What follows belongs to an exercise in optimizing a design on an open flow for a short achievable clock period and few clock cycles; a production flow would make more cautious choices. RTL that was checked went through simulation tests only; none was proved equivalent to the original. The RTL of runs 4 to 6 was laid out without a check of its function. Power figures rest on the tool's default switching activity, not on a simulated workload.

==> flow/design.v <==
module fetch_stage (
   input  logic        clk,
   input  logic        rst_n,
   input  logic        redirect_i,
   input  logic [29:0] redirect_pc_i,    
   input  logic        uncond_i,         
   input  logic [31:0] imem_data_i,
   output logic [31:0] imem_addr_o,
   output logic [29:0] pc_o,
   output logic [29:0] tgt_o             
);
   logic [29:0] pc_q;
   assign imem_addr_o = {pc_q, 2'b00};
   assign pc_o        = pc_q;
   ks_add #(.W(30)) tgt_i (.a_i(pc_q), .b_i({{14{imem_data_i[15]}}, imem_data_i[15:0]}),
                           .c_i(1'b1), .s_i(tgt_o));
   always_ff @(posedge clk) begin
      if (!rst_n)          pc_q <= 30'h0;
      else if (redirect_i) pc_q <= redirect_pc_i;
      else if (uncond_i)   pc_q <= tgt_o;
      else                 pc_q <= pc_q + 30'd1;
   end
endmodule
module pipe_ctrl (
   input  logic [31:0] instr_i,
   output logic        is_alu_o,      
   output logic        is_lw_o,
   output logic        is_sw_o,
   output logic        is_beq_o,
   output logic        uncond_o,      
   output logic        use_imm_o,     
   output logic        reg_write_o,   
   output logic [4:0]  dest_o,
   output logic [4:0]  alu_op_o       
);
   localparam [5:0] OP_RTYPE = 6'h00;
   localparam [5:0] OP_BEQ   = 6'h04;
   localparam [5:0] OP_ADDI  = 6'h08;
   localparam [5:0] OP_LW    = 6'h23;
   localparam [5:0] OP_SW    = 6'h2b;
   localparam [5:0] F_ADD = 6'h20;
   localparam [5:0] F_SUB = 6'h22;
   localparam [5:0] F_AND = 6'h24;
   localparam [5:0] F_OR  = 6'h25;
   localparam [5:0] F_SLT = 6'h2a;
   logic [5:0] opcode, funct;
   logic [4:0] rs, rt, rd;
   logic       is_r, is_addi;
   assign opcode = instr_i[31:26];
   assign rs     = instr_i[25:21];
   assign rt     = instr_i[20:16];
   assign rd     = instr_i[15:11];
   assign funct  = instr_i[5:0];
   always_comb begin
      alu_op_o = 5'b00001;
      is_r     = 1'b0;
      if (opcode == OP_RTYPE) begin
         is_r = 1'b1;
         case (funct)
            F_ADD:   alu_op_o = 5'b00001;
            F_SUB:   alu_op_o = 5'b00010;
            F_AND:   alu_op_o = 5'b00100;
            F_OR:    alu_op_o = 5'b01000;
            F_SLT:   alu_op_o = 5'b10000;
            default: is_r = 1'b0;
         endcase
      end
   end
   assign is_addi     = opcode == OP_ADDI;
   assign is_lw_o     = opcode == OP_LW;
   assign is_sw_o     = opcode == OP_SW;
   assign is_beq_o    = opcode == OP_BEQ;
   assign uncond_o    = is_beq_o && (rs == rt);
   assign is_alu_o    = is_r || is_addi;
   assign use_imm_o   = is_addi;
   assign dest_o      = is_r ? rd : rt;
   assign reg_write_o = (is_r || is_addi || is_lw_o) && (dest_o != 5'd0);
endmodule
module reg_file (
   input  logic        clk,
   input  logic [4:0]  rs_i,
   input  logic [4:0]  rt_i,
   input  logic        we_i,
   input  logic [4:0]  wd_i,
   input  logic [31:0] wdata_i,
   output logic [31:0] rs_data_o,
   output logic [31:0] rt_data_o
);
   logic [31:0] regs [1:31];
   always_ff @(posedge clk) begin
      if (we_i) regs[wd_i] <= wdata_i;
   end
   assign rs_data_o = (rs_i == 5'd0) ? 32'h0 :
                      (we_i && wd_i == rs_i) ? wdata_i : regs[rs_i];
   assign rt_data_o = (rt_i == 5'd0) ? 32'h0 :
                      (we_i && wd_i == rt_i) ? wdata_i : regs[rt_i];
endmodule
module exec_stage (
   input  logic [31:0] a_i,
   input  logic [31:0] b_i,
   input  logic [4:0]  alu_op_i,        
   output logic [31:0] y_o
);
   logic [31:0] sum, diff;
   logic        lt;
   assign sum = a_i + b_i;
   assign diff = a_i - b_i;
   assign lt = $signed(a_i) < $signed(b_i);
   assign y_o = ({32{alu_op_i[0]}} & sum)
              | ({32{alu_op_i[1]}} & diff)
              | ({32{alu_op_i[2]}} & (a_i & b_i))
              | ({32{alu_op_i[3]}} & (a_i | b_i))
              | {31'h0, alu_op_i[4] & lt};
endmodule
module ks_add #(
   parameter int W = 32
) (
   input  logic [W-1:0] a_i,
   input  logic [W-1:0] b_i,
   input  logic         c_i,
   output logic [W-1:0] s_i
);
   localparam int L = (W > 32) ? 6 : (W > 16) ? 5 : (W > 8) ? 4 : (W > 4) ? 3 : (W > 2) ? 2 : 1;
   logic [W-1:0] p0;
   logic [W-1:0] g [0:L];
   logic [W-1:0] p [0:L];
   assign p0   = a_i ^ b_i;
   assign g[0] = (a_i & b_i) | {{(W-1){1'b0}}, p0[0] & c_i};
   assign p[0] = p0;
   for (genvar l = 0; l < L; l++) begin : lvl
      for (genvar i = 0; i < W; i++) begin : bit_
         if (i >= (1 << l)) begin : comb
            assign g[l+1][i] = g[l][i] | (p[l][i] & g[l][i-(1<<l)]);
            assign p[l+1][i] = p[l][i] & p[l][i-(1<<l)];
         end else begin : pass
            assign g[l+1][i] = g[l][i];
            assign p[l+1][i] = p[l][i];
         end
      end
   end
   assign s_i = p0 ^ {g[L][W-2:0], c_i};
endmodule
module mem_wb_stage (
   input  logic [31:0] r_i,             
   input  logic [31:0] x_i,             
   input  logic [10:0] sel_i,           
   input  logic [31:0] dmem_rdata_i,
   input  logic [31:0] alu_aa_i,
   output logic [31:0] result_o,
   output logic        eq_o             
);
   logic [31:0] add, sub_rx, sub_xr;
   logic        lt_rx, lt_xr;
   assign add    = r_i + x_i;
   assign sub_rx = r_i - x_i;
   assign sub_xr = x_i - r_i;
   assign lt_rx  = $signed(r_i) < $signed(x_i);
   assign lt_xr  = $signed(x_i) < $signed(r_i);
   assign result_o = ({32{sel_i[0]}}  & add)
                   | ({32{sel_i[1]}}  & sub_rx)
                   | ({32{sel_i[2]}}  & sub_xr)
                   | ({32{sel_i[3]}}  & (r_i & x_i))
                   | ({32{sel_i[4]}}  & (r_i | x_i))
                   | {31'h0, (sel_i[5] & lt_rx) | (sel_i[6] & lt_xr)}
                   | ({32{sel_i[7]}}  & alu_aa_i)
                   | ({32{sel_i[8]}}  & dmem_rdata_i)
                   | ({32{sel_i[9]}}  & {r_i[30:0], 1'b0})
                   | ({32{sel_i[10]}} & r_i);
   assign eq_o = r_i == x_i;
endmodule
module mips_pipe (
   input  logic        clk,
   input  logic        rst_n,
   output logic [31:0] imem_addr_o,
   input  logic [31:0] imem_data_i,
   output logic        dmem_re_o,
   output logic        dmem_we_o,
   output logic [31:0] dmem_addr_o,
   output logic [31:0] dmem_wdata_o,
   input  logic [31:0] dmem_rdata_i
);
   logic        f_is_alu, f_is_lw, f_is_sw, f_is_beq, f_uncond, f_use_imm, f_reg_write;
   logic [4:0]  f_dest, f_alu_op;
   logic [29:0] f_tgt;
   logic [31:0] f_rs_data, f_rt_data;
   logic [4:0]  f_rs, f_rt;
   logic        replay, redirect, kill_d, f_redirect;
   logic [29:0] redirect_pc, f_redirect_pc;
   logic [29:0] f_pc, d_pc;
   logic        d_valid;
   logic        d_is_alu, d_is_lw, d_is_sw, d_is_beq, d_uncond, d_use_imm, d_reg_write;
   logic [4:0]  d_dest, d_alu_op, d_rs, d_rt;
   logic [31:0] d_imm;
   logic        d_imm1;
   logic [29:0] d_tgt;
   logic [31:0] d_a, d_b;          
   logic        e_lw, e_sw, e_beq, e_reg_write, e_imm1;
   logic [10:0] e_sel;
   logic        e_fwd;
   logic [4:0]  e_dest;
   logic [31:0] e_x, e_addr, e_sdata, e_alu_aa;
   logic        e_eq_aa;
   logic [29:0] e_tgt;
   logic [31:0] res_q;
   logic [31:0] result;
   logic        w_we;
   logic [4:0]  w_dest;
   logic [31:0] w_data;
   assign f_rs = imem_data_i[25:21];
   assign f_rt = imem_data_i[20:16];
   pipe_ctrl dec_i (
      .instr_i     (imem_data_i),
      .is_alu_o    (f_is_alu),
      .is_lw_o     (f_is_lw),
      .is_sw_o     (f_is_sw),
      .is_beq_o    (f_is_beq),
      .uncond_o    (f_uncond),
      .use_imm_o   (f_use_imm),
      .reg_write_o (f_reg_write),
      .dest_o      (f_dest),
      .alu_op_o    (f_alu_op)
   );
   fetch_stage fetch_i (
      .clk           (clk),
      .rst_n         (rst_n),
      .redirect_i    (f_redirect),
      .redirect_pc_i (f_redirect_pc),
      .pc_o          (f_pc),
      .uncond_i      (f_uncond),
      .imem_data_i   (imem_data_i),
      .imem_addr_o   (imem_addr_o),
      .tgt_o         (f_tgt)
   );
   reg_file regs_i (
      .clk       (clk),
      .rs_i      (f_rs),
      .rt_i      (f_rt),
      .we_i      (w_we),
      .wd_i      (w_dest),
      .wdata_i   (w_data),
      .rs_data_o (f_rs_data),
      .rt_data_o (f_rt_data)
   );
   always_ff @(posedge clk) begin
      if (!rst_n) d_valid <= 1'b0;
      else        d_valid <= !f_redirect;
   end
   logic f_ma, f_mb, d_ma, d_mb;
   assign f_ma = e_reg_write && e_dest == f_rs;
   assign f_mb = e_reg_write && e_dest == f_rt && !f_use_imm;
   assign d_ma = e_reg_write && e_dest == d_rs;
   assign d_mb = e_reg_write && e_dest == d_rt && !d_use_imm;
   always_ff @(posedge clk) begin
      d_pc        <= f_pc;
      d_is_alu    <= f_is_alu;
      d_is_lw     <= f_is_lw;
      d_is_sw     <= f_is_sw;
      d_is_beq    <= f_is_beq;
      d_uncond    <= f_uncond;
      d_use_imm   <= f_use_imm;
      d_reg_write <= f_reg_write;
      d_dest      <= f_dest;
      d_alu_op    <= f_alu_op;
      d_rs        <= f_rs;
      d_rt        <= f_rt;
      d_imm       <= {{16{imem_data_i[15]}}, imem_data_i[15:0]};
      d_imm1      <= imem_data_i[15:0] == 16'd1;
      d_tgt       <= f_tgt;
      d_a         <= f_ma ? result : f_rs_data;
      d_b         <= f_use_imm ? {{16{imem_data_i[15]}}, imem_data_i[15:0]} :
                     f_mb ? result : f_rt_data;
   end
   logic d_ea, d_eb_alu;
   assign d_ea     = d_ma;
   assign d_eb_alu = d_mb;
   assign replay = d_valid && (d_is_lw || d_is_sw) && d_ea;
   logic [31:0] addr_sum, alu_aa;
   ks_add #(.W(32)) agu_i (.a_i(d_a), .b_i(d_imm), .c_i(1'b0), .s_i(addr_sum));
   exec_stage alu_aa_i (.a_i(d_a), .b_i(d_b), .alu_op_i(d_alu_op), .y_o(alu_aa));
   logic d_go;
   assign d_go = d_valid && !replay && !redirect && !kill_d;
   logic d_x_r;       
   logic d_op_add, d_op_sub, d_op_and, d_op_or, d_op_slt;
   assign d_x_r    = d_ea ^ d_eb_alu;
   assign d_op_add = d_alu_op[0];
   assign d_op_sub = d_alu_op[1];
   assign d_op_and = d_alu_op[2];
   assign d_op_or  = d_alu_op[3];
   assign d_op_slt = d_alu_op[4];
   always_ff @(posedge clk) begin
      if (!rst_n) begin
         e_lw        <= 1'b0;
         e_sw        <= 1'b0;
         e_beq       <= 1'b0;
         e_reg_write <= 1'b0;
         e_sel       <= 11'h0;
      end else begin
         e_lw        <= d_go && d_is_lw;
         e_sw        <= d_go && d_is_sw;
         e_beq       <= d_go && d_is_beq && !d_uncond;
         e_reg_write <= d_go && d_reg_write;
         e_sel[0]    <= d_go && d_is_alu && d_x_r && d_op_add;
         e_sel[1]    <= d_go && d_is_alu && d_ea && !d_eb_alu && d_op_sub;
         e_sel[2]    <= d_go && d_is_alu && !d_ea && d_eb_alu && d_op_sub;
         e_sel[3]    <= d_go && d_is_alu && d_x_r && d_op_and;
         e_sel[4]    <= d_go && d_is_alu && d_x_r && d_op_or;
         e_sel[5]    <= d_go && d_is_alu && d_ea && !d_eb_alu && d_op_slt;
         e_sel[6]    <= d_go && d_is_alu && !d_ea && d_eb_alu && d_op_slt;
         e_sel[7]    <= d_go && d_is_alu && !d_ea && !d_eb_alu;
         e_sel[8]    <= d_go && d_is_lw;
         e_sel[9]    <= d_go && d_is_alu && d_ea && d_eb_alu && d_op_add;
         e_sel[10]   <= d_go && d_is_alu && d_ea && d_eb_alu && (d_op_and || d_op_or);
      end
   end
   always_ff @(posedge clk) begin
      e_imm1    <= d_imm1;
      e_tgt     <= d_tgt;
      e_dest    <= d_dest;
      e_x       <= d_ea ? d_b : d_a;
      e_fwd     <= d_ea || d_eb_alu;
      e_addr    <= addr_sum;
      e_sdata   <= d_eb_alu ? result : d_b;
      e_alu_aa  <= alu_aa;
      e_eq_aa   <= d_a == d_b;
   end
   logic eq_r;
   mem_wb_stage res_i (
      .r_i          (res_q),
      .x_i          (e_x),
      .sel_i        (e_sel),
      .dmem_rdata_i (dmem_rdata_i),
      .alu_aa_i     (e_alu_aa),
      .result_o     (result),
      .eq_o         (eq_r)
   );
   assign dmem_re_o    = e_lw;
   assign dmem_we_o    = e_sw;
   assign dmem_addr_o  = e_addr;
   assign dmem_wdata_o = e_sdata;
   assign eq = e_fwd ? eq_r : e_eq_aa;
   logic eq, taken;
   assign taken       = e_beq && eq;
   assign kill_d      = taken && e_imm1 && d_valid && !d_uncond;
   assign redirect    = taken && !kill_d;
   assign redirect_pc = e_tgt;
   assign f_redirect    = redirect || replay;
   assign f_redirect_pc = replay ? d_pc : redirect_pc;
   always_ff @(posedge clk) begin
      res_q <= result;
   end
   always_ff @(posedge clk) begin
      if (!rst_n) w_we <= 1'b0;
      else        w_we <= e_reg_write;
      w_dest <= e_dest;
      if (e_reg_write) w_data <= result;
   end
endmodule
==> flow/run.sh <==
#!/bin/bash
# synth_recipe.tcl (not shown) runs the flow's synth.tcl, then flattens the netlist and writes it again
# the make line also repeats each setting of config.mk as NAME=value (left out here)
make -C /OpenROAD-flow-scripts/flow DESIGN_CONFIG=/design/flow/config.mk WORK_HOME=/design/flow/orfs CLKGATE_MAP_FILE= SYNTH_SCRIPT=/design/flow/synth_recipe.tcl finish
==> flow/config.mk <==
export PLATFORM = sky130hd
export DESIGN_NAME = mips_pipe
export DESIGN_NICKNAME = mips_pipe
export VERILOG_FILES = /design/flow/design.v
export SDC_FILE = /design/flow/constraint.sdc
export NUM_CORES = 4
export LEC_CHECK = 0
export CAP_MARGIN = 40
export CORE_MARGIN = 2
export CORE_UTILIZATION = 40
export SETUP_SLACK_MARGIN = 4.0
export SLEW_MARGIN = 30
==> flow/constraint.sdc <==
create_clock -name core_clock -period 7.0 [get_ports {clk}]
set_input_delay 1.4000 -clock core_clock [delete_from_list [all_inputs] [get_ports {clk}]]
set_output_delay 1.4000 -clock core_clock [all_outputs]
set_load 0.01 [all_outputs]
==> results.toml, run 1 <==
[detailed_routing]
viasPerCell = 6.30
drt-total-wl_um = 274000
via_count = 55800
drc_errors = 0
wl_per_cell_um = 30.9
ant_nets = 0
dr.pass1.iters = 6
drt_iter0_drc = 7231

[worst_setup_path]
critical_path.max_fanout = 3
crit_type = "reg -> reg"
crit_arrival_ps = 4160
worst_setup_path_start_kind = "flop"
crit_slowest_cell = "dfxtp_4"
crit_path_cell_trace = "buf_4, ha_4, fa_2, nor2_4, o311a_4, o211ai_1, a21bo_2, a31oi_4, a21o_1, buf_4, a2111o_1, a22oi_2, buf_6, buf_6, o22ai_1"
end_kind = "flop"
cp.required_ps = 7670
crit_path_max_incr_delay_ps = 380

[yosys]
yosysSeqAreaShare_pct = 52.8
synth-compound-area-share_pct = 12.9
yosys.cell_types.count = 97
async_reset_ff_share_pct = 0
syn_inst = 5777
synthAdderAreaFrac_pct = 5.14
synthMuxAreaShare_pct = 16.9
synthXorXnorAreaFrac_pct = 2.08
ys_ff_latch = 1441
synthesis.area_sq_um = 74100
synth_top_family_by_area = "multiplexers"
synth_simple_gate_area_share_pct = 6.84
synth-main-ff-cell = "edfxtp_1"
avgSynthCellArea_sq_um = 12.8
synth-edff-count = 1024
ys.warnings.count = 10

[cts]
postCtsHoldBufs = 0
cts.sinks = 1441
cts_tree = "built"
cts_max_level = 4
cts_inserted_buffers = 153
clock_latency_ps = 820
path_clk_slew_ps = 60
clockBufferDepth = 3
cts-root-buf = "clkbuf_16"

[place]
dpl-instance-area_sq_um = 80400
dpl.hpwl_um = 170000
gp_congestion = 0.920
portBuffers = 161

[global_routing]
grt_pass1_wl_um = 385000
grt_start_max_net_pins = 65
antenna_found_initial = 11
grt_remaining_overflow = 0
grt_pass1_vias = 54200
track_usage_pct = 28.1

[floorplan]
fp.dieH_um = 434
rows = 157
coreArea_sq_um = 183000
initial_core_util_pct = 40.4
io_pins = 164
die_area_sq_um = 189000
die_w_um = 434

[timing]
rsz0062_at_grt = "true"
finalMaxSlewViolations = 0
finalCritPeriodShare_pct = 49.9
skew_ps = 43.9
worst_pin_slew_ps = 903
maxSlewHeadroom_pct = 39.4
finalHoldViolCount = 0
setup_viol = 0
period_minus_slack_ps = 3490
setup-tns-final_ps = 0
max_freq_ghz = 0.286

[cells_and_area]
area_growth_pct = 26.3
final_layout_size_suffix_gt1_share_pct = 34.3
final_common_cell = "edfxtp_1"
fin_area_sq_um = 93500
utilization_pct = 51.0
fin_nets = 6638
final_cell_mix = "edfxtp_1 (1024), mux4_2 (422), a21oi_1 (342), buf_4 (336), dfxtp_1 (309)"

[status]
status = "timing/DRC/antenna clean"

[min_path]
hp-class = "reg -> reg"

[power]
max-vdd-ir-drop_mv = 0.276
leakage_nw = 33.2
power_density_nw_per_um2 = 273

[flow_run]
drv_cap = 0
[power breakdown]
part / leakage, nW / total, mW / internal, mW / switching (mW)
combinational: 18.1 / 7.33 / 3.21 / 4.12
sequential: 12.6 / 9.78 / 9.43 / 0.347
clock: 2.50 / 8.42 / 4.88 / 3.54
total: 33.2 / 25.5 / 17.5 / 8.01
[cell usage after synthesis (66+ instances only)]
| master | count | area, sq um |
|---|---|---|
| inv_1 | 250 | 938 |
| xnor2_1 | 126 | 1100 |
| mux4_2 | 422 | 9500 |
| a221oi_1 | 122 | 1070 |
| nor2_1 | 335 | 1260 |
| mux2i_1 | 186 | 1860 |
| ha_1 | 293 | 3670 |
| o21ai_0 | 317 | 1590 |
| mux2_2 | 100 | 1130 |
| nor3_1 | 127 | 636 |
| clkbuf_1 | 266 | 998 |
| edfxtp_1 | 1024 | 30700 |
| dfxtp_1 | 417 | 8350 |
| nand2_1 | 258 | 968 |
| a21oi_1 | 430 | 2150 |
| o221ai_1 | 66 | 578 |
[path summary, 6_finish.rpt]
path                                  end  startpoint  cells past startpoint  slack, ps
worst max register to register    d_a[24]      e_x[0]                     15       3510
worst min register to register  e_tgt[11]   d_tgt[11]                      0        320
worst max-delay path              d_a[24]      e_x[0]                     15       3510
worst min-delay path            e_tgt[11]   d_tgt[11]                      0        320
[routing by layer]
layer / part of all wire [%] / vias up / wire length, um / GRT usage (%)
met3: 8.9 / 624 / 24500 / 5.00
li1: - / 23500 / - / -
met5: 0.056 / - / 153 / 0.538
met2: 47 / 3058 / 128000 / 44.7
met4: 4.7 / 4 / 13000 / 11.9
met1: 40 / 28600 / 108000 / 37.8
[final cells by class]
type                            instances  area [sq um]
Clock buffer                          199          4160
Fill cell                           15500         89900
Sequential cell                      1441         39400
Multi-Input combinational cell       3709         37400
Clock inverter                         78           997
Tap cell                             2464          3080
Inverter                              259          1090
Antenna cell                            2          5.00
Timing Repair Buffer                  708          7480
[flip-flops by register name, indices dropped and copies added (netlist names), 32 cells and up]
name and flops:
w_data 32, res_q 32, e_x 32, e_addr 32, d_a 32, d_b 32, e_sdata 32, regs_i.regs 992
e_alu_aa 32
[worst max-delay path: cells and delay by family, from the launching register on]
family                   cells  cell delay [ps]
flip-flops                   1              380
buffers and inverters        4              570
adder cells (fa/ha/maj)      2              380
AND/OR/NAND/NOR              1               50
AO/OA/AOI/OAI                8             1950
[repair_timing]
item | CTS | global route
resized for setup | 963 | 383
pin swaps | 176 | 215
cloned | 22 | 7
buffers inserted | 218 | 123
endpoints found under the setup margin | 358 | 242
endpoints found under the hold margin | 0 | 0
[per-stage QoR]
stage                     power, mW  setup WS (ps)  hold WS, ps  std cells
after CTS                      24.7           3530          326       8726
after floorplan                13.1           3320          310       5778
final                          25.5           3510          324       8860
after global placement         14.8           1560          310       8163
after detailed placement       14.8           2170          312       8209
after global routing           26.3           3460          330       8859
[cell families (layout without fill, tap and decap cells)]
family,Yosys count,after routing
flops,1441,1441
xor+xnor,176,176
compound gates,1451,1452
simple gates,1064,1071
buf+inv,636,1244
fa+ha+maj,300,300
other cells,1,4
mux,708,708
Testbench counts, summed over its fixed seeds: cycles 12,630.
==> inputs of run 2 (changes only) <==
--- a/flow/config.mk
+++ b/flow/config.mk
@@ -8,5 +8,6 @@
 export CAP_MARGIN = 40
 export CORE_MARGIN = 2
 export CORE_UTILIZATION = 40
+export PLACE_DENSITY = 0.8
 export SETUP_SLACK_MARGIN = 4.0
 export SLEW_MARGIN = 30
==> run 2 against run 1 <==
  * Still clean
  * Final cell count is 0.37% lower
  * First-iteration DRC count increased by 36%
  * Worst hold slack worse by 9.7 ps
  * Critical path type is now in -> reg
  * Critical endpoint is now d_a[17]
  * Largest cell class unchanged
==> results.toml, run 2 <==
[status]
status = "timing/DRC/antenna clean"

[floorplan]
io_pins = 164
fp.dieH_um = 434
die_w_um = 434
die_area_sq_um = 189000
coreArea_sq_um = 183000
rows = 157
initial_core_util_pct = 40.4

[global_routing]
top_usage_layer = "met2"
met2_usage_pct = 44.2
track_usage_pct = 28.5
grt_remaining_overflow = 0
antenna_found_initial = 6
grt_use_met1_pct = 33.9
grt_pass1_vias = 57500
grt_util_met3_pct = 8.06
grt_start_max_net_pins = 67
grt_pass1_wl_um = 394000

[timing]
setup_viol = 0
rsz0062_at_grt = "true"
maxSlewHeadroom_pct = 36.1
finalCritPeriodShare_pct = 49.3
whs_ps = 315
worst_pin_slew_ps = 957
finalHoldViolCount = 0
skew_ps = 50.2
finalMaxSlewViolations = 0
period_minus_slack_ps = 3450
max_freq_ghz = 0.290
setup_ws_ps = 3550
setup-tns-final_ps = 0

[detailed_routing]
wl_per_cell_um = 32.3
drt_iter0_drc = 9868
via_count = 59500
drc_errors = 0
viasPerCell = 6.74
ant_nets = 0
dr.pass1.iters = 9
drt-total-wl_um = 286000

[place]
dp.cells = 8191
place_ws_ps = 2120
gp_congestion = 0.986
dpl.hpwl_um = 166000
portBuffers = 161
dpl-instance-area_sq_um = 80200

[worst_setup_path]
reg2reg_depth = 16
critical_path.max_fanout = 23
crit_path_max_incr_delay_ps = 540
r2r_slack_ps = 3630
crit_start = "imem_data_i[23]"
r2r-start = "e_x[0]"
crit_path_cell_trace = "clkbuf_8, buf_16, or3_4, buf_8, o221ai_1, a221oi_2, nor3_1, a21oi_1, o22ai_2"
r2r_end = "d_a[24]"
end_kind = "flop"
worst_setup_path_start_kind = "primary input"
crit_slowest_cell = "a21oi_1"
crit_arrival_ps = 4090
crit_type = "in -> reg"
crit_path_end = "d_a[17]"
cp.required_ps = 7640

[yosys]
yosysSeqAreaShare_pct = 52.8
netlist_top_cells_area = "edfxtp_1 (42%), mux4_2 (13%), dfxtp_1 (11%)"
ys.warnings.count = 10
synth-main-ff-cell = "edfxtp_1"
synthesis.area_sq_um = 74100
avgSynthCellArea_sq_um = 12.8
syn_inst = 5777
yosysMostFrequentCell = "edfxtp_1"
synth_top_cell_by_area = "edfxtp_1"
synth_top_area_share_pct = 41.5
ys_ff_latch = 1441
yosys.cell_types.count = 97
synth_commonest_cells = "edfxtp_1 (1024), a21oi_1 (430), mux4_2 (422)"
async_reset_ff_share_pct = 0
synth-edff-count = 1024

[cells_and_area]
fillers = 14700
area_growth_pct = 25.7
stdcell_count = 8827
final_common_cell = "edfxtp_1"
final_cell_mix = "edfxtp_1 (1024), mux4_2 (422), buf_4 (350), a21oi_1 (338), dfxtp_1 (300)"
utilization_pct = 50.7
fin_area_sq_um = 93100
fin_nets = 6616
regMostFlops = "regs_i.regs"
largest_reg_flops = 992
final_layout_size_suffix_gt1_share_pct = 34.1

[cts]
cts_max_level = 4
cts.sinks = 1441
path_clk_slew_ps = 70
postCtsHoldBufs = 0
clock_latency_ps = 820
cts_tree = "built"
cts_inserted_buffers = 138
clockBufferDepth = 3
cts-root-buf = "clkbuf_16"

[power]
power_density_nw_per_um2 = 269
leakage_nw = 33.1
max-vdd-ir-drop_mv = 0.196
power_mw = 25.1

[min_path]
hp-class = "reg -> reg"

[flow_run]
drv_cap = 0
==> run 2: metal layers <==
layer  share of wire [%]  wire length (um)  vias to the layer above
li1                    -                 -                    23500
met3                  13             37200                     1571
met5               0.069               197                        -
met2                  45            127000                     5443
met1                  33             94000                    29000
met4                 9.5             27000                       16
==> run 2: how the worst min path moves through the flow <==
stage | end | startpoint | slack [ps] | cells past startpoint
2_1_floorplan | e_dest[0] | d_dest[0] | 310 | 0
3_3_place_gp | e_tgt[6] | d_tgt[6] | 310 | 0
3_5_place_dp | e_tgt[0] | d_tgt[0] | 310 | 0
4_1_cts | e_tgt[24] | d_tgt[24] | 320 | 0
5_1_grt | e_tgt[20] | d_tgt[20] | 330 | 0
6_report | e_tgt[24] | d_tgt[24] | 310 | 0
==> run 2: report_power, final <==
part	switching (mW)	leakage, nW	internal [mW]	total (mW)
Sequential	0.327	12.6	9.43	9.76
Combinational	4.19	18.1	3.06	7.25
Clock	3.48	2.33	4.60	8.09
Total	7.99	33.1	17.1	25.1
==> run 2: critical path: cells and delay by family <==
family | cells | cell delay (ps)
AO/OA/AOI/OAI | 4 | 1240
buffers and inverters | 3 | 950
AND/OR/NAND/NOR | 2 | 370
==> run 2: logic make-up after synthesis <==
family,synth area share [%]
AO/OA/AOI/OAI,12.9
flip-flops,52.8
XOR/XNOR,2.08
AND/OR/NAND/NOR,6.84
other,0.00506
adder cells (fa/ha/maj),5.14
multiplexers,16.9
buffers and inverters,3.38
==> run 2: layout make-up <==
class	count	area [sq um]	share of cell area [%]
Clock inverter	79	1070	1.15
Sequential cell	1441	39400	42.3
Tap cell	2464	3080	3.31
Inverter	259	1070	1.15
Antenna cell	4	10.0	0.0108
Timing Repair Buffer	702	7380	7.92
Clock buffer	170	3720	3.99
Multi-Input combinational cell	3708	37400	40.2
==> run 2: repair_timing <==
action | in CTS | in global routing
pin swaps | 178 | 184
resized for setup | 962 | 336
endpoints found under the setup margin | 345 | 205
setup buffers | 221 | 120
gates cloned | 24 | 11
==> inputs of run 3 (changes only) <==
--- a/flow/config.mk
+++ b/flow/config.mk
@@ -11,3 +11,4 @@
 export PLACE_DENSITY = 0.8
 export SETUP_SLACK_MARGIN = 4.0
 export SLEW_MARGIN = 30
+export TNS_END_PERCENT = 10
==> run 3 against run 2 <==
  * Routed wire length down 4.9%
  * Largest power group unchanged
  * Die area did not move
  * Flip-flop and latch count stayed put
  * Critical path depth shrank 1
  * Final area down 4.4%
  * Via count down 2.6%
  * Sequential share of layout area rose by 1.8 points
  * Highest routed layer unchanged
  * First-iteration DRC count shrank 1.2%
==> results.toml, run 3 <==
[detailed_routing]
drt_iter0_drc = 9747
drc_errors = 0
via_count = 57900
wl_per_cell_um = 31.3
ant_nets = 0
dr.pass1.iters = 7
viasPerCell = 6.67
drt-total-wl_um = 272000

[worst_setup_path]
r2r_end = "e_sdata[28]"
r2r_slack_ps = 3530
crit_type = "in -> reg"
cp.required_ps = 7640
crit_arrival_ps = 4230
crit_path_cell_trace = "buf_16, buf_16, mux4_2, mux4_2, nor2b_1, nor3_1, a21oi_1, o22ai_1"
worst_setup_path_start_kind = "primary input"
r2r-start = "e_x[0]"
reg2reg_depth = 15
crit_path_max_incr_delay_ps = 590
critical_path.max_fanout = 69
crit_slowest_cell = "mux4_2"
end_kind = "flop"

[timing]
setup_viol = 0
max_freq_ghz = 0.279
finalMaxSlewViolations = 0
rsz0062_at_grt = "true"
maxSlewHeadroom_pct = 38.2
worst_pin_slew_ps = 920
setup-tns-final_ps = 0
whs_ps = 325
skew_ps = 56.2
period_minus_slack_ps = 3580
finalCritPeriodShare_pct = 51.2
setup_ws_ps = 3420
finalHoldViolCount = 0

[place]
portBuffers = 161
dpl.hpwl_um = 161000
place_ws_ps = 2070
gp_congestion = 0.973
dpl-instance-area_sq_um = 79400
dp.cells = 8198

[power]
power_mw = 24.3
p_comb_share_pct = 27.1
swShare_pct = 31.5
power_density_nw_per_um2 = 273
clkPwrFrac_pct = 32.6
power.switching_mw = 7.64
max-vdd-ir-drop_mv = 0.267
seq_power_share_pct = 40.2
leakage_nw = 31.2
p_int_mw = 16.6

[cts]
clockBufferDepth = 3
cts_inserted_buffers = 141
cts.sinks = 1441
postCtsHoldBufs = 0
clock_latency_ps = 850
cts_tree = "built"
path_clk_slew_ps = 70
cts_max_level = 4
cts-root-buf = "clkbuf_16"

[cells_and_area]
regMostFlops = "regs_i.regs"
area_growth_pct = 20.2
fin_nets = 6462
stdcell_count = 8686
utilization_pct = 48.5
fillers = 15100
final_common_cell = "edfxtp_1"
largest_reg_flops = 992
final_cell_mix = "edfxtp_1 (1024), mux4_2 (422), a21oi_1 (368), dfxtp_1 (350), nor2_1 (295)"
final_layout_size_suffix_gt1_share_pct = 27.1
fin_area_sq_um = 89000

[yosys]
synth_top_area_share_pct = 41.5
ys.warnings.count = 10
synth_top_cell_by_area = "edfxtp_1"
yosys.cell_types.count = 97
synth_commonest_cells = "edfxtp_1 (1024), a21oi_1 (430), mux4_2 (422)"
synthesis.area_sq_um = 74100
syn_inst = 5777
ys_ff_latch = 1441
synth-main-ff-cell = "edfxtp_1"
netlist_top_cells_area = "edfxtp_1 (42%), mux4_2 (13%), dfxtp_1 (11%)"
yosysMostFrequentCell = "edfxtp_1"
avgSynthCellArea_sq_um = 12.8
synth-edff-count = 1024
async_reset_ff_share_pct = 0
yosysSeqAreaShare_pct = 52.8

[floorplan]
rows = 157
initial_core_util_pct = 40.4
io_pins = 164
die_w_um = 434
fp.dieH_um = 434
die_area_sq_um = 189000
coreArea_sq_um = 183000

[global_routing]
grt_pass1_wl_um = 381000
grt_start_max_net_pins = 80
grt_remaining_overflow = 0
antenna_found_initial = 18
track_usage_pct = 27.3
grt_pass1_vias = 56500

[status]
status = "timing/DRC/antenna clean"

[min_path]
hp-class = "reg -> reg"
min_to = "e_dest[4]"
holdPathStages = 0
holdCritStartpoint = "d_dest[4]"

[flow_run]
drv_cap = 0
-- run 3: how the worst max path moves through the flow --
stage                     depth (start not counted)  slack (ps)          endpoint             from
after floorplan                                  11        3320  fetch_i.pc_q[19]   imem_data_i[1]
after global placement                           10        2130           d_b[18]  imem_data_i[27]
after detailed placement                         12        2070  fetch_i.pc_q[26]  imem_data_i[15]
after CTS                                        12        3610      e_alu_aa[30]           d_b[0]
after global routing                              8        3350           d_a[19]  imem_data_i[21]
final                                             8        3420           d_a[19]  imem_data_i[21]
-- run 3: cell type report --
class | instances | area, sq um | share of cell area, %
sequential | 1441 | 39200 | 44.1
clock buffer | 179 | 3810 | 4.28
inverter | 259 | 1030 | 1.16
tap | 2464 | 3080 | 3.46
clock inverter | 81 | 905 | 1.02
timing repair buffer | 550 | 5550 | 6.24
antenna | 9 | 22.5 | 0.0253
multi-input combinational | 3703 | 35400 | 39.7
-- run 3: cells by family after synthesis --
group / Yosys count / share of synthesized area (%)
simple gates: 1064 / 6.84
xor+xnor: 176 / 2.08
fa+ha+maj: 300 / 5.14
other cells: 1 / 0.00506
flops: 1441 / 52.8
mux: 708 / 16.9
compound gates: 1451 / 12.9
buf+inv: 636 / 3.38
-- run 3: metal layers --
metal | vias up | track usage [%] | part of all wire [%]
li1 | 23200 | - | -
met1 | 28300 | 33.1 | 33
met2 | 5089 | 42.0 | 45
met5 | - | 0 | 0.051
met3 | 1350 | 8.55 | 14
met4 | 18 | 18.1 | 8.4
-- run 3: timing repair --
item,4_1_cts,5_1_grt
pin swaps,79,108
setup buffers,85,109
gates resized for setup,465,275
gates cloned,8,8
setup endpoints to repair,343,339
-- run 3: worst max-delay path, delay by kind of cell --
family	cells	cell delay, ps
buffers and inverters	2	760
AOI/OAI and AO/OA	2	320
muxes	2	1070
and+or+nand+nor	2	480
-- run 3: power by group through the flow --
| stage | Sequential (mW) | Clock [mW] | Combinational, mW |
|---|---|---|---|
| finish | 9.77 | 7.92 | 6.59 |
| global route | 9.79 | 8.23 | 6.88 |
| CTS | 9.74 | 7.88 | 5.73 |
| detailed placement | 9.90 | 0 | 4.81 |
| global placement | 9.90 | 0 | 4.77 |
| floorplan | 9.81 | 0 | 3.18 |
==> inputs of run 4 (changes only) <==
--- a/flow/design.v
+++ b/flow/design.v
@@ -273,7 +273,7 @@
    logic d_ea, d_eb_alu;
    assign d_ea     = d_ma;
    assign d_eb_alu = d_mb;
-   assign replay = d_valid && (d_is_lw || d_is_sw) && d_ea;
+   assign replay = d_valid && (((d_is_lw || d_is_sw) && d_ea) || (d_is_sw && d_eb_alu && !e_lw));
    logic [31:0] addr_sum, alu_aa;
    ks_add #(.W(32)) agu_i (.a_i(d_a), .b_i(d_imm), .c_i(1'b0), .s_i(addr_sum));
    exec_stage alu_aa_i (.a_i(d_a), .b_i(d_b), .alu_op_i(d_alu_op), .y_o(alu_aa));
@@ -319,7 +319,7 @@
       e_x       <= d_ea ? d_b : d_a;
       e_fwd     <= d_ea || d_eb_alu;
       e_addr    <= addr_sum;
-      e_sdata   <= d_eb_alu ? result : d_b;
+      e_sdata   <= (d_eb_alu && e_lw) ? dmem_rdata_i : d_b;
       e_alu_aa  <= alu_aa;
       e_eq_aa   <= d_a == d_b;
    end
--- a/flow/config.mk
+++ b/flow/config.mk
@@ -8,7 +8,5 @@
 export CAP_MARGIN = 40
 export CORE_MARGIN = 2
 export CORE_UTILIZATION = 40
-export PLACE_DENSITY = 0.8
 export SETUP_SLACK_MARGIN = 4.0
 export SLEW_MARGIN = 30
-export TNS_END_PERCENT = 10
==> run 4 against run 3 <==
  * Still clean on timing, DRC and antenna
  * Sequential power is 0.4% lower
  * Clock-buffer cell count is 22 higher
  * Register-to-register slack worse by 100 ps
  * Die area is 0.61% higher
  * Global-route usage is 0.49 points lower
  * Area after synthesis is 0.61% higher
  * Worst setup slack better by 11 ps
  * Critical path depth is 6 higher
  * First-iteration DRC count is 32% lower
  * Clock power is 4.3% higher
  * Final cell count is 1.8% higher
  * Final area is 4.2% higher
  * Critical endpoint is now w_data[30]
  * Largest cell class unchanged
  * Highest routed layer unchanged
==> results.toml, run 4 <==
[cts]
clockBufferDepth = 3
cts-root-buf = "clkbuf_16"
cts_tree = "built"
cts_max_level = 4
cts_inserted_buffers = 153
clock_latency_ps = 830
path_clk_slew_ps = 60
cts.sinks = 1441

[cells_and_area]
final_common_cell = "edfxtp_1"
final_layout_size_suffix_gt1_share_pct = 33.3
area_growth_pct = 24.4
final_cell_mix = "edfxtp_1 (1024), mux4_2 (430), a21oi_1 (384), buf_4 (331), dfxtp_1 (295)"
fin_area_sq_um = 92700
largest_reg_flops = 992
regMostFlops = "regs_i.regs"
fin_nets = 6602

[status]
status = "timing/DRC/antenna clean"

[min_path]
holdPathStages = 0
holdCritStartpoint = "d_tgt[25]"
min_to = "e_tgt[25]"
hp-class = "reg -> reg"

[power]
power_mw = 24.2
max-vdd-ir-drop_mv = 0.285
power_density_nw_per_um2 = 261
leakage_nw = 33.2

[yosys]
synthesis.area_sq_um = 74500
ys_ff_latch = 1441
synthMuxAreaShare_pct = 17.2
synth_top_family_by_area = "multiplexers"
netlist_top_cells_area = "edfxtp_1 (41%), mux4_2 (13%), dfxtp_1 (11%)"
synth-compound-area-share_pct = 12.9
synth_top_cell_by_area = "edfxtp_1"
synth_top_area_share_pct = 41.3
synthAdderAreaFrac_pct = 5.11
synth_commonest_cells = "edfxtp_1 (1024), a21oi_1 (468), mux4_2 (430)"
async_reset_ff_share_pct = 0
ys.warnings.count = 10
avgSynthCellArea_sq_um = 12.9
synth-main-ff-cell = "edfxtp_1"
synth_simple_gate_area_share_pct = 6.43
synth-edff-count = 1024
yosysMostFrequentCell = "edfxtp_1"
syn_inst = 5772
yosys.cell_types.count = 115
yosysSeqAreaShare_pct = 52.5
synthXorXnorAreaFrac_pct = 2.20

[worst_setup_path]
worst_setup_path_start_kind = "flop"
crit_start = "res_q[0]"
crit_arrival_ps = 4140
end_kind = "flop"
critical_path.max_fanout = 4
reg2reg_depth = 14
cp.required_ps = 7570
crit_type = "reg -> reg"
r2r_slack_ps = 3430
r2r_end = "w_data[30]"
r2r-start = "res_q[0]"

[timing]
period_minus_slack_ps = 3570
skew_ps = 39.8
max_freq_ghz = 0.280
setup-tns-final_ps = 0
maxSlewHeadroom_pct = 37.8
finalMaxSlewViolations = 0
finalCritPeriodShare_pct = 51.0
rsz0062_at_grt = "true"
worst_pin_slew_ps = 924
setup_viol = 0
finalHoldViolCount = 0

[detailed_routing]
viasPerCell = 6.25
via_count = 55300
drt-total-wl_um = 267000
dr.pass1.iters = 5
drc_errors = 0
ant_nets = 0
wl_per_cell_um = 30.2
drt_iter0_drc = 6608

[global_routing]
grt_pass1_vias = 54200
grt_pass1_wl_um = 375000
grt_start_max_net_pins = 68
grt_remaining_overflow = 0
antenna_found_initial = 4
track_usage_pct = 26.8

[floorplan]
die_w_um = 436
initial_core_util_pct = 40.2
rows = 158
die_area_sq_um = 190000
coreArea_sq_um = 185000
fp.dieH_um = 436
io_pins = 164

[flow_run]
drv_cap = 0

[place]
gp_congestion = 0.965
dpl-instance-area_sq_um = 80100
portBuffers = 161
dpl.hpwl_um = 165000
[run 4: cell types whose count changed after synthesis, sizes merged, moves of 15 or more]
cell / delta
clkbuf: -24
nor2: -52
buf: +21
nand3: +15
nand2: +35
a221oi: -19
a21oi: +38
[run 4: cells by family (layout without fill, tap and decap cells)]
logic type	after synthesis	after routing
compound gates	1468	1469
xor+xnor	187	187
fa+ha+maj	300	300
buf+inv	636	1222
flops	1441	1441
mux	730	730
other cells	1	5
simple gates	1009	1010
[run 4: power by group]
group / internal, mW / switching [mW]
clock network: 4.71 / 3.55
logic: 2.71 / 3.52
registers: 9.41 / 0.321
[run 4: per-stage QoR]
step	utilization, %	hold WS (ps)	std cells	setup WS [ps]
CTS	48.6	324	8708	3540
global route	50.1	330	8842	3320
floorplan	-	310	5773	3250
finish	50.1	325	8844	3430
detailed placement	43.2	312	8216	2070
global placement	42.9	310	8173	2040
[run 4: what timing repair did]
item                       in CTS  in global routing
buffers inserted              195                123
gates cloned                   17                 10
resized for setup             875                373
pin swaps                     157                196
setup endpoints to repair     314                178
hold buffers                    0                  0
[run 4: critical path, stage by stage (launching register included)]
cell and delay, ps:
dfxtp_4 370, ha_4 140, inv_2 40, fa_2 360, and2b_1 230, o211ai_1 90, buf_4 170, a31oi_4 190
o211ai_1 130, buf_4 170, a211o_4 370, a211oi_4 320, o21a_1 210, o211ai_1 200, or2_4 340
[run 4: how the worst max path moves through the flow]
| stage | end | slack (ps) | cells past startpoint |
|---|---|---|---|
| after floorplan | d_tgt[28] | 3250 | 14 |
| after global placement | fetch_i.pc_q[25] | 2040 | 12 |
| after detailed placement | fetch_i.pc_q[18] | 2070 | 14 |
| after CTS | d_b[24] | 3540 | 15 |
| after global routing | w_data[30] | 3320 | 14 |
| final | w_data[30] | 3430 | 14 |
[run 4: layer usage]
| layer | global-route usage, % | part of all wire [%] |
|---|---|---|
| met1 | 35.9 | 40 |
| met2 | 42.8 | 46 |
| met3 | 4.74 | 8.8 |
| met4 | 12.0 | 5.0 |
| met5 | 0 | 0.0097 |
[run 4: cell type report]
type | count | area (sq um)
Multi-Input combinational cell | 3698 | 37100
Inverter | 261 | 1060
Sequential cell | 1441 | 39400
Timing Repair Buffer | 681 | 7100
Clock inverter | 79 | 845
Tap cell | 2480 | 3100
Antenna cell | 3 | 7.51
Clock buffer | 201 | 4170
Fill cell | 15600 | 92500
==> inputs of run 5 (changes only) <==
--- a/flow/config.mk
+++ b/flow/config.mk
@@ -7,6 +7,6 @@
 export LEC_CHECK = 0
 export CAP_MARGIN = 40
 export CORE_MARGIN = 2
-export CORE_UTILIZATION = 40
+export CORE_UTILIZATION = 55
 export SETUP_SLACK_MARGIN = 4.0
 export SLEW_MARGIN = 30
==> run 5 against run 4 <==
  * Still clean
  * Combinational power decreased by 1%
  * Sequential power hardly changed
  * Flip-flop and latch count unchanged
  * Maximum frequency shrank 2.3%
  * Worst hold slack worse by 2.3 ps
  * Utilization increased by 18 points
  * Via count decreased by 0.42%
==> results.toml, run 5 <==
[global_routing]
track_usage_pct = 36.7
grt_pass1_vias = 53300
grt_start_max_net_pins = 80
antenna_found_initial = 9
grt_pass1_wl_um = 367000
grt_remaining_overflow = 0

[worst_setup_path]
crit_arrival_ps = 4290
worst_setup_path_start_kind = "flop"
r2r-start = "res_q[0]"
cp.required_ps = 7640
end_kind = "flop"
crit_type = "reg -> reg"
r2r_slack_ps = 3350
r2r_end = "d_a[24]"
critical_path.max_fanout = 4
reg2reg_depth = 15

[yosys]
synth_top_cell_by_area = "edfxtp_1"
avgSynthCellArea_sq_um = 12.9
synth-main-ff-cell = "edfxtp_1"
async_reset_ff_share_pct = 0
netlist_top_cells_area = "edfxtp_1 (41%), mux4_2 (13%), dfxtp_1 (11%)"
synth-edff-count = 1024
syn_inst = 5772
ys_ff_latch = 1441
yosys.cell_types.count = 115
ys.warnings.count = 10
yosysSeqAreaShare_pct = 52.5
yosysMostFrequentCell = "edfxtp_1"
synth_commonest_cells = "edfxtp_1 (1024), a21oi_1 (468), mux4_2 (430)"
synth_top_area_share_pct = 41.3
synthesis.area_sq_um = 74500

[detailed_routing]
ant_nets = 0
drt-total-wl_um = 259000
via_count = 55000
viasPerCell = 6.77
drt_iter0_drc = 6177
drc_errors = 0
wl_per_cell_um = 31.9
dr.pass1.iters = 8

[power]
leakage_nw = 33.2
max-vdd-ir-drop_mv = 0.230
power_density_nw_per_um2 = 263
power_mw = 24.0

[cells_and_area]
stdcell_count = 8132
largest_reg_flops = 992
regMostFlops = "regs_i.regs"
final_cell_mix = "edfxtp_1 (1024), mux4_2 (430), a21oi_1 (389), buf_4 (322), dfxtp_1 (302)"
fin_nets = 6591
fillers = 9621
seqCellArea_sq_um = 39400
final_common_cell = "edfxtp_1"
multiInputGateArea_sq_um = 36800
utilization_pct = 67.7
area_growth_pct = 22.7
fin_area_sq_um = 91400
final_layout_size_suffix_gt1_share_pct = 32.7

[place]
portBuffers = 161
dp.cells = 7519
dpl-instance-area_sq_um = 79300
dpl.hpwl_um = 162000
gp_congestion = 0.984

[floorplan]
rows = 135
die_w_um = 372
coreArea_sq_um = 135000
initial_core_util_pct = 55.2
die_area_sq_um = 138000
fp.dieH_um = 372
io_pins = 164

[cts]
cts_max_level = 4
cts.sinks = 1441
cts-root-buf = "clkbuf_16"
cts_inserted_buffers = 155
cts_tree = "built"
clockBufferDepth = 3
clock_latency_ps = 790
path_clk_slew_ps = 60

[timing]
period_minus_slack_ps = 3650
finalMaxSlewViolations = 0
skew_ps = 41.1
finalCritPeriodShare_pct = 52.2
rsz0062_at_grt = "true"
max_freq_ghz = 0.274
worst_pin_slew_ps = 967
finalHoldViolCount = 0
setup-tns-final_ps = 0
maxSlewHeadroom_pct = 35.4
setup_viol = 0

[min_path]
holdPathStages = 0
min_to = "e_tgt[22]"
holdCritStartpoint = "d_tgt[22]"
hp-class = "reg -> reg"

[flow_run]
drv_cap = 0

[status]
status = "timing/DRC/antenna clean"
## run 5: cell counts after synthesis
Identical to the previous run, type by type.
## run 5: worst max-delay path, cell delays in order, from the launching register on
cell      delay (ps)
dfxtp_4          380
buf_4            150
buf_4            130
buf_6            110
ha_4             160
fa_2             370
o21bai_4         220
a211oi_4         110
o21ai_2          230
nand3_1          230
a31oi_4          300
xnor2_1          150
nor2_1            60
or4b_4           670
nand2_4          110
o21ai_4          100
## run 5: logic make-up (layout without fill, tap and decap cells)
kind of cell	count (synthesis)	after routing	share of synthesized area (%)
mux	730	730	17.2
simple gates	1009	1010	6.43
buf+inv	636	1210	3.72
fa+ha+maj	300	300	5.11
compound gates	1468	1469	12.9
flops	1441	1441	52.5
xor+xnor	187	187	2.20
other cells	1	4	0.00503
## run 5: where the power goes
part	internal (mW)	switching, mW	total (mW)
Combinational	2.67	3.47	6.15
Clock	4.70	3.46	8.17
Sequential	9.41	0.309	9.72
## run 5: final cells by class
class                   count  share of cell area (%)
flip-flops and latches   1441                    43.1
multi-input cells        3698                    40.3
repair buffers            668                    7.53
clock buffers             219                    4.90
well taps                1781                    2.44
inverters                 261                    1.15
clock inverters            62                   0.661
diodes                      2                 0.00548
## run 5: worst max-delay path by stage
stage | startpoint | end | cells past startpoint
after floorplan | imem_data_i[0] | d_tgt[28] | 14
after global placement | res_q[9] | fetch_i.pc_q[27] | 11
after detailed placement | imem_data_i[15] | fetch_i.pc_q[25] | 12
after CTS | res_q[0] | w_data[30] | 14
after global routing | res_q[0] | d_b[24] | 15
final | res_q[0] | d_a[24] | 15
## run 5: metal layers
layer  vias to the layer above  GRT usage [%]  wire length [um]
met5                         -              0                 0
met4                         0           15.5             11900
met3                       617           7.15             24600
met2                      2985           57.6            121000
met1                     28000           50.1            102000
li1                      23400              -                 -
## run 5: stage by stage
step | hold WS, ps | setup slack [ps]
floorplan | 310 | 3250
global placement | 311 | 2040
detailed placement | 312 | 2090
CTS | 322 | 3490
global route | 325 | 3350
finish | 322 | 3350
## run 5: repair_timing
| item | 4_1_cts | 5_1_grt |
|---|---|---|
| setup endpoints to repair | 316 | 186 |
| cloned | 15 | 8 |
| buffers inserted | 192 | 115 |
| gates resized for setup | 774 | 372 |
| pin swaps | 135 | 196 |
| hold buffers | 0 | 0 |
==> inputs of run 6 (changes only) <==
--- a/flow/design.v
+++ b/flow/design.v
@@ -141,32 +141,20 @@
    assign s_i = p0 ^ {g[L][W-2:0], c_i};
 endmodule
 module mem_wb_stage (
-   input  logic [31:0] r_i,             
-   input  logic [31:0] x_i,             
-   input  logic [10:0] sel_i,           
+   input  logic        sel_ld_i,
+   input  logic        sel_ra_i,
+   input  logic        sel_ar_i,
+   input  logic        sel_aa_i,
    input  logic [31:0] dmem_rdata_i,
+   input  logic [31:0] alu_ra_i,
+   input  logic [31:0] alu_ar_i,
    input  logic [31:0] alu_aa_i,
-   output logic [31:0] result_o,
-   output logic        eq_o             
+   output logic [31:0] result_o
 );
-   logic [31:0] add, sub_rx, sub_xr;
-   logic        lt_rx, lt_xr;
-   assign add    = r_i + x_i;
-   assign sub_rx = r_i - x_i;
-   assign sub_xr = x_i - r_i;
-   assign lt_rx  = $signed(r_i) < $signed(x_i);
-   assign lt_xr  = $signed(x_i) < $signed(r_i);
-   assign result_o = ({32{sel_i[0]}}  & add)
-                   | ({32{sel_i[1]}}  & sub_rx)
-                   | ({32{sel_i[2]}}  & sub_xr)
-                   | ({32{sel_i[3]}}  & (r_i & x_i))
-                   | ({32{sel_i[4]}}  & (r_i | x_i))
-                   | {31'h0, (sel_i[5] & lt_rx) | (sel_i[6] & lt_xr)}
-                   | ({32{sel_i[7]}}  & alu_aa_i)
-                   | ({32{sel_i[8]}}  & dmem_rdata_i)
-                   | ({32{sel_i[9]}}  & {r_i[30:0], 1'b0})
-                   | ({32{sel_i[10]}} & r_i);
-   assign eq_o = r_i == x_i;
+   assign result_o = ({32{sel_ld_i}} & dmem_rdata_i)
+                   | ({32{sel_ra_i}} & alu_ra_i)
+                   | ({32{sel_ar_i}} & alu_ar_i)
+                   | ({32{sel_aa_i}} & alu_aa_i);
 endmodule
 module mips_pipe (
    input  logic        clk,
@@ -195,10 +183,11 @@
    logic [29:0] d_tgt;
    logic [31:0] d_a, d_b;          
    logic        e_lw, e_sw, e_beq, e_reg_write, e_imm1;
-   logic [10:0] e_sel;
-   logic        e_fwd;
-   logic [4:0]  e_dest;
-   logic [31:0] e_x, e_addr, e_sdata, e_alu_aa;
+   logic        e_sel_ra, e_sel_ar, e_sel_rr, e_sel_aa;
+   logic        e_rr_add, e_rr_pass;
+   logic        e_fa, e_fb;
+   logic [4:0]  e_dest, e_alu_op;
+   logic [31:0] e_a, e_b, e_addr, e_sdata, e_alu_aa;
    logic        e_eq_aa;
    logic [29:0] e_tgt;
    logic [31:0] res_q;
@@ -273,72 +262,72 @@
    logic d_ea, d_eb_alu;
    assign d_ea     = d_ma;
    assign d_eb_alu = d_mb;
-   assign replay = d_valid && (((d_is_lw || d_is_sw) && d_ea) || (d_is_sw && d_eb_alu && !e_lw));
+   assign replay = d_valid && (d_is_lw || d_is_sw) && d_ea;
    logic [31:0] addr_sum, alu_aa;
    ks_add #(.W(32)) agu_i (.a_i(d_a), .b_i(d_imm), .c_i(1'b0), .s_i(addr_sum));
    exec_stage alu_aa_i (.a_i(d_a), .b_i(d_b), .alu_op_i(d_alu_op), .y_o(alu_aa));
    logic d_go;
    assign d_go = d_valid && !replay && !redirect && !kill_d;
-   logic d_x_r;       
-   logic d_op_add, d_op_sub, d_op_and, d_op_or, d_op_slt;
-   assign d_x_r    = d_ea ^ d_eb_alu;
-   assign d_op_add = d_alu_op[0];
-   assign d_op_sub = d_alu_op[1];
-   assign d_op_and = d_alu_op[2];
-   assign d_op_or  = d_alu_op[3];
-   assign d_op_slt = d_alu_op[4];
    always_ff @(posedge clk) begin
       if (!rst_n) begin
          e_lw        <= 1'b0;
          e_sw        <= 1'b0;
          e_beq       <= 1'b0;
          e_reg_write <= 1'b0;
-         e_sel       <= 11'h0;
+         e_sel_ra    <= 1'b0;
+         e_sel_ar    <= 1'b0;
+         e_sel_rr    <= 1'b0;
+         e_sel_aa    <= 1'b0;
       end else begin
          e_lw        <= d_go && d_is_lw;
          e_sw        <= d_go && d_is_sw;
          e_beq       <= d_go && d_is_beq && !d_uncond;
          e_reg_write <= d_go && d_reg_write;
-         e_sel[0]    <= d_go && d_is_alu && d_x_r && d_op_add;
-         e_sel[1]    <= d_go && d_is_alu && d_ea && !d_eb_alu && d_op_sub;
-         e_sel[2]    <= d_go && d_is_alu && !d_ea && d_eb_alu && d_op_sub;
-         e_sel[3]    <= d_go && d_is_alu && d_x_r && d_op_and;
-         e_sel[4]    <= d_go && d_is_alu && d_x_r && d_op_or;
-         e_sel[5]    <= d_go && d_is_alu && d_ea && !d_eb_alu && d_op_slt;
-         e_sel[6]    <= d_go && d_is_alu && !d_ea && d_eb_alu && d_op_slt;
-         e_sel[7]    <= d_go && d_is_alu && !d_ea && !d_eb_alu;
-         e_sel[8]    <= d_go && d_is_lw;
-         e_sel[9]    <= d_go && d_is_alu && d_ea && d_eb_alu && d_op_add;
-         e_sel[10]   <= d_go && d_is_alu && d_ea && d_eb_alu && (d_op_and || d_op_or);
+         e_sel_ra    <= d_go && d_is_alu && d_ea && !d_eb_alu;
+         e_sel_ar    <= d_go && d_is_alu && !d_ea && d_eb_alu;
+         e_sel_rr    <= d_go && d_is_alu && d_ea && d_eb_alu;
+         e_sel_aa    <= d_go && d_is_alu && !d_ea && !d_eb_alu;
       end
    end
    always_ff @(posedge clk) begin
+      e_dest    <= d_dest;
+      e_alu_op  <= d_alu_op;
+      e_rr_add  <= d_alu_op[0];
+      e_rr_pass <= d_alu_op[2] || d_alu_op[3];
       e_imm1    <= d_imm1;
       e_tgt     <= d_tgt;
-      e_dest    <= d_dest;
-      e_x       <= d_ea ? d_b : d_a;
-      e_fwd     <= d_ea || d_eb_alu;
+      e_a       <= d_a;
+      e_b       <= d_b;
+      e_fa      <= d_ea;
+      e_fb      <= d_eb_alu;
       e_addr    <= addr_sum;
-      e_sdata   <= (d_eb_alu && e_lw) ? dmem_rdata_i : d_b;
+      e_sdata   <= d_eb_alu ? result : d_b;
       e_alu_aa  <= alu_aa;
       e_eq_aa   <= d_a == d_b;
    end
-   logic eq_r;
+   logic [31:0] alu_ra, alu_ar, alu_rr, result_sel;
+   logic        eq;
+   exec_stage alu_ra_i (.a_i(res_q), .b_i(e_b), .alu_op_i(e_alu_op), .y_o(alu_ra));
+   exec_stage alu_ar_i (.a_i(e_a), .b_i(res_q), .alu_op_i(e_alu_op), .y_o(alu_ar));
+   assign alu_rr = ({32{e_rr_add}} & {res_q[30:0], 1'b0}) | ({32{e_rr_pass}} & res_q);
+   assign result = result_sel | ({32{e_sel_rr}} & alu_rr);
    mem_wb_stage res_i (
-      .r_i          (res_q),
-      .x_i          (e_x),
-      .sel_i        (e_sel),
+      .sel_ld_i     (e_lw),
+      .sel_ra_i     (e_sel_ra),
+      .sel_ar_i     (e_sel_ar),
+      .sel_aa_i     (e_sel_aa),
       .dmem_rdata_i (dmem_rdata_i),
+      .alu_ra_i     (alu_ra),
+      .alu_ar_i     (alu_ar),
       .alu_aa_i     (e_alu_aa),
-      .result_o     (result),
-      .eq_o         (eq_r)
+      .result_o     (result_sel)
    );
    assign dmem_re_o    = e_lw;
    assign dmem_we_o    = e_sw;
    assign dmem_addr_o  = e_addr;
    assign dmem_wdata_o = e_sdata;
-   assign eq = e_fwd ? eq_r : e_eq_aa;
-   logic eq, taken;
+   assign eq = e_fa ? (res_q == e_b) : e_fb ? (e_a == res_q) : e_eq_aa;
+   logic taken;
    assign taken       = e_beq && eq;
    assign kill_d      = taken && e_imm1 && d_valid && !d_uncond;
    assign redirect    = taken && !kill_d;
--- a/flow/config.mk
+++ b/flow/config.mk
@@ -7,6 +7,6 @@
 export LEC_CHECK = 0
 export CAP_MARGIN = 40
 export CORE_MARGIN = 2
-export CORE_UTILIZATION = 55
+export CORE_UTILIZATION = 40
 export SETUP_SLACK_MARGIN = 4.0
 export SLEW_MARGIN = 30
==> run 6 against run 5 <==
  * Still clean on timing, DRC and antenna
  * Critical path depth unchanged
  * Total power decreased by 4.0%
  * Area after synthesis increased by 3.8%
  * Routed wire length increased by 15%
  * Largest power group unchanged
==> results.toml, run 6 <==
[global_routing]
grt_remaining_overflow = 0
antenna_found_initial = 16
grt_pass1_wl_um = 414000
track_usage_pct = 28.9
grt_pass1_vias = 58000
grt_start_max_net_pins = 71

[power]
clkPwrFrac_pct = 36.9
power.switching_mw = 6.61
power_density_nw_per_um2 = 233
p_comb_share_pct = 20.4
p_int_mw = 16.5
leakage_nw = 35.8
power_mw = 23.1
max-vdd-ir-drop_mv = 0.279
swShare_pct = 28.7
seq_power_share_pct = 42.7

[cells_and_area]
final_layout_size_suffix_gt1_share_pct = 35.4
utilization_pct = 51.5
regMostFlops = "regs_i.regs"
area_growth_pct = 28.0
fin_nets = 7163
final_cell_mix = "edfxtp_1 (1024), mux4_2 (424), buf_4 (422), a21oi_1 (356), dfxtp_1 (320)"
final_common_cell = "edfxtp_1"
largest_reg_flops = 992

[status]
status = "timing/DRC/antenna clean"

[cts]
path_clk_slew_ps = 60
postCtsHoldBufs = 0
cts_inserted_buffers = 158
cts_tree = "built"
cts_max_level = 4
cts.sinks = 1474
clockBufferDepth = 3
cts-root-buf = "clkbuf_16"
clock_latency_ps = 840

[floorplan]
rows = 161
io_pins = 164
coreArea_sq_um = 192000
die_area_sq_um = 197000
die_w_um = 444
initial_core_util_pct = 40.2
fp.dieH_um = 444

[worst_setup_path]
cp_num_cells = 15
reg2reg_depth = 15
r2r-start = "res_q[0]"
cp_num_buf_inv = 3
r2r_slack_ps = 3240
critical_path.max_fanout = 5
worst_setup_path_start_kind = "flop"
crit_path_cell_trace = "ha_4, inv_2, fa_2, nand3b_1, a21oi_4, o2111ai_4, o211ai_1, buf_4, a41oi_4, o31ai_4, mux2i_1, o2111ai_1, a31oi_1, o221a_2, inv_2"
cp.required_ps = 7580
end_kind = "flop"
path_common_cell = "inv_2"
crit_arrival_ps = 4350
crit_path_max_incr_delay_ps = 390
crit_type = "reg -> reg"
critPathTopFamily = "compound AO/OA/AOI/OAI gates"
crit_slowest_cell = "dfxtp_4"
r2r_end = "w_data[28]"

[timing]
setup_viol = 0
maxSlewHeadroom_pct = 32.0
setup-tns-final_ps = 0
finalMaxSlewViolations = 0
rsz0062_at_grt = "true"
skew_ps = 36.8
period_minus_slack_ps = 3760
finalCritPeriodShare_pct = 53.8
setup_ws_ps = 3240
max_freq_ghz = 0.266
worst_pin_slew_ps = 1020
finalHoldViolCount = 0

[yosys]
synth_simple_gate_area_share_pct = 6.82
syn_inst = 6143
yosysMostFrequentCell = "edfxtp_1"
ys.warnings.count = 10
synthesis.area_sq_um = 77300
synth_top_area_share_pct = 39.8
synth_top_cell_by_area = "edfxtp_1"
async_reset_ff_share_pct = 0
synthAdderAreaFrac_pct = 6.23
synth-main-ff-cell = "edfxtp_1"
synth_top_family_by_area = "multiplexers"
synth-compound-area-share_pct = 13.8
avgSynthCellArea_sq_um = 12.6
synth-edff-count = 1024
ys_ff_latch = 1474
yosys.cell_types.count = 105
synth_commonest_cells = "edfxtp_1 (1024), a21oi_1 (459), dfxtp_1 (450)"
netlist_top_cells_area = "edfxtp_1 (40%), mux4_2 (12%), dfxtp_1 (12%)"
yosysSeqAreaShare_pct = 51.4
synthMuxAreaShare_pct = 16.2
synthXorXnorAreaFrac_pct = 1.95

[detailed_routing]
viasPerCell = 6.34
dr.pass1.iters = 7
drc_errors = 0
drt-total-wl_um = 298000
wl_per_cell_um = 31.7
via_count = 59500
drt_iter0_drc = 7396
ant_nets = 0

[min_path]
holdCritStartpoint = "d_imm1"
min_to = "e_imm1"
holdPathStages = 0
hp-class = "reg -> reg"

[place]
place_ws_ps = 2120
gp_congestion = 0.951
dpl.hpwl_um = 180000
portBuffers = 161

[flow_run]
drv_cap = 0
run 6: worst max path at each step:
stage | startpoint | to | slack, ps
2_1_floorplan | imem_data_i[0] | fetch_i.pc_q[16] | 3180
3_3_place_gp | imem_data_i[16] | d_b[14] | 2140
3_5_place_dp | imem_data_i[16] | d_b[13] | 2120
4_1_cts | res_q[0] | e_sdata[30] | 3290
5_1_grt | res_q[4] | d_b[21] | 3170
6_report | res_q[0] | w_data[28] | 3240
run 6: final cells by class:
class                   instances  area (sq um)
well taps                    2526          3160
repair buffers                809          8540
fillers                     16100         93400
diodes                          7          17.5
flip-flops and latches       1474         40100
clock inverters                94          1000
inverters                     305          1260
clock buffers                 199          4250
multi-input cells            3969         40700
run 6: routing by layer:
| metal | share of wire (%) | vias up | wire length, um | track usage, % |
|---|---|---|---|---|
| li1 | - | 25100 | - | - |
| met1 | 38 | 30300 | 115000 | 37.6 |
| met2 | 46 | 3389 | 138000 | 46.2 |
| met3 | 9.0 | 752 | 26800 | 5.08 |
| met4 | 6.0 | 8 | 18000 | 15.1 |
| met5 | 0.016 | - | 48 | 0 |
run 6: cell families after synthesis:
family,Yosys count
buf+inv,705
compound gates,1586
fa+ha+maj,380
flops,1474
xor+xnor,172
mux,710
other cells,1
simple gates,1115
run 6: repair_timing:
item / 4_1_cts / 5_1_grt
resized for setup: 1063 / 375
setup buffers: 277 / 164
pin swaps: 285 / 275
gates cloned: 26 / 9
endpoints found under the setup margin: 336 / 226
run 6: power by group through the flow:
stage	Clock [mW]	Combinational (mW)	Sequential (mW)
after floorplan	0	2.35	9.89
after global placement	0	3.44	10.0
after detailed placement	0	3.46	10.0
after CTS	8.61	4.16	9.83
after global routing	8.95	4.95	9.85
final	8.52	4.71	9.84
run 6: per-stage QoR:
step	hold slack [ps]	std cells	instance area (sq um)
6_report	323	9383	99000
4_1_cts	324	9196	95600
3_3_place_gp	310	8553	83300
5_1_grt	329	9381	99000
2_1_floorplan	310	6144	79700
3_5_place_dp	312	8600	83800

==> separate check: timing with driven ports <==
The flow's constraints put no driver on any port. The routed layouts listed below were extracted and timed again, unchanged, in two steps.
Step 1 sets driving cells, clkbuf_16 on the clock port and buf_2 on the other inputs (assumed; they add their load-dependent delay and slew).
Step 2, shift: input delay + t, output delay - t, t = (earliest + latest rising clock arrival at the registers) / 2. This alone moves slack from input paths to output paths.
Slacks: ideal ports / drivers / drivers and shift; pairs: ideal ports / drivers.
run	t, ns	setup slack, ns	worst hold slack (ns)	worst data-port slew with drivers (ns)
run 1	0.883	3.508 / 3.508 / 2.734	0.324 / 0.324 / 0.324	0.35
run 2	0.879	3.550 / 3.392 / 2.512	0.315 / 0.315 / 0.315	0.42
run 3	0.903	3.419 / 3.267 / 2.364	0.325 / 0.325 / 0.325	0.48
run 4	0.907	3.430 / 3.430 / 2.732	0.325 / 0.325 / 0.325	0.26
run 5	0.849	3.347 / 3.347 / 2.730	0.322 / 0.322 / 0.322	0.34
run 6	0.905	3.235 / 3.235 / 2.679	0.323 / 0.323 / 0.323	0.34
After both steps every run listed still meets setup and hold. For run 3, which loses most, drivers alone change the setup slack by -0.152 ns; drivers and shift together by -1.055 ns.
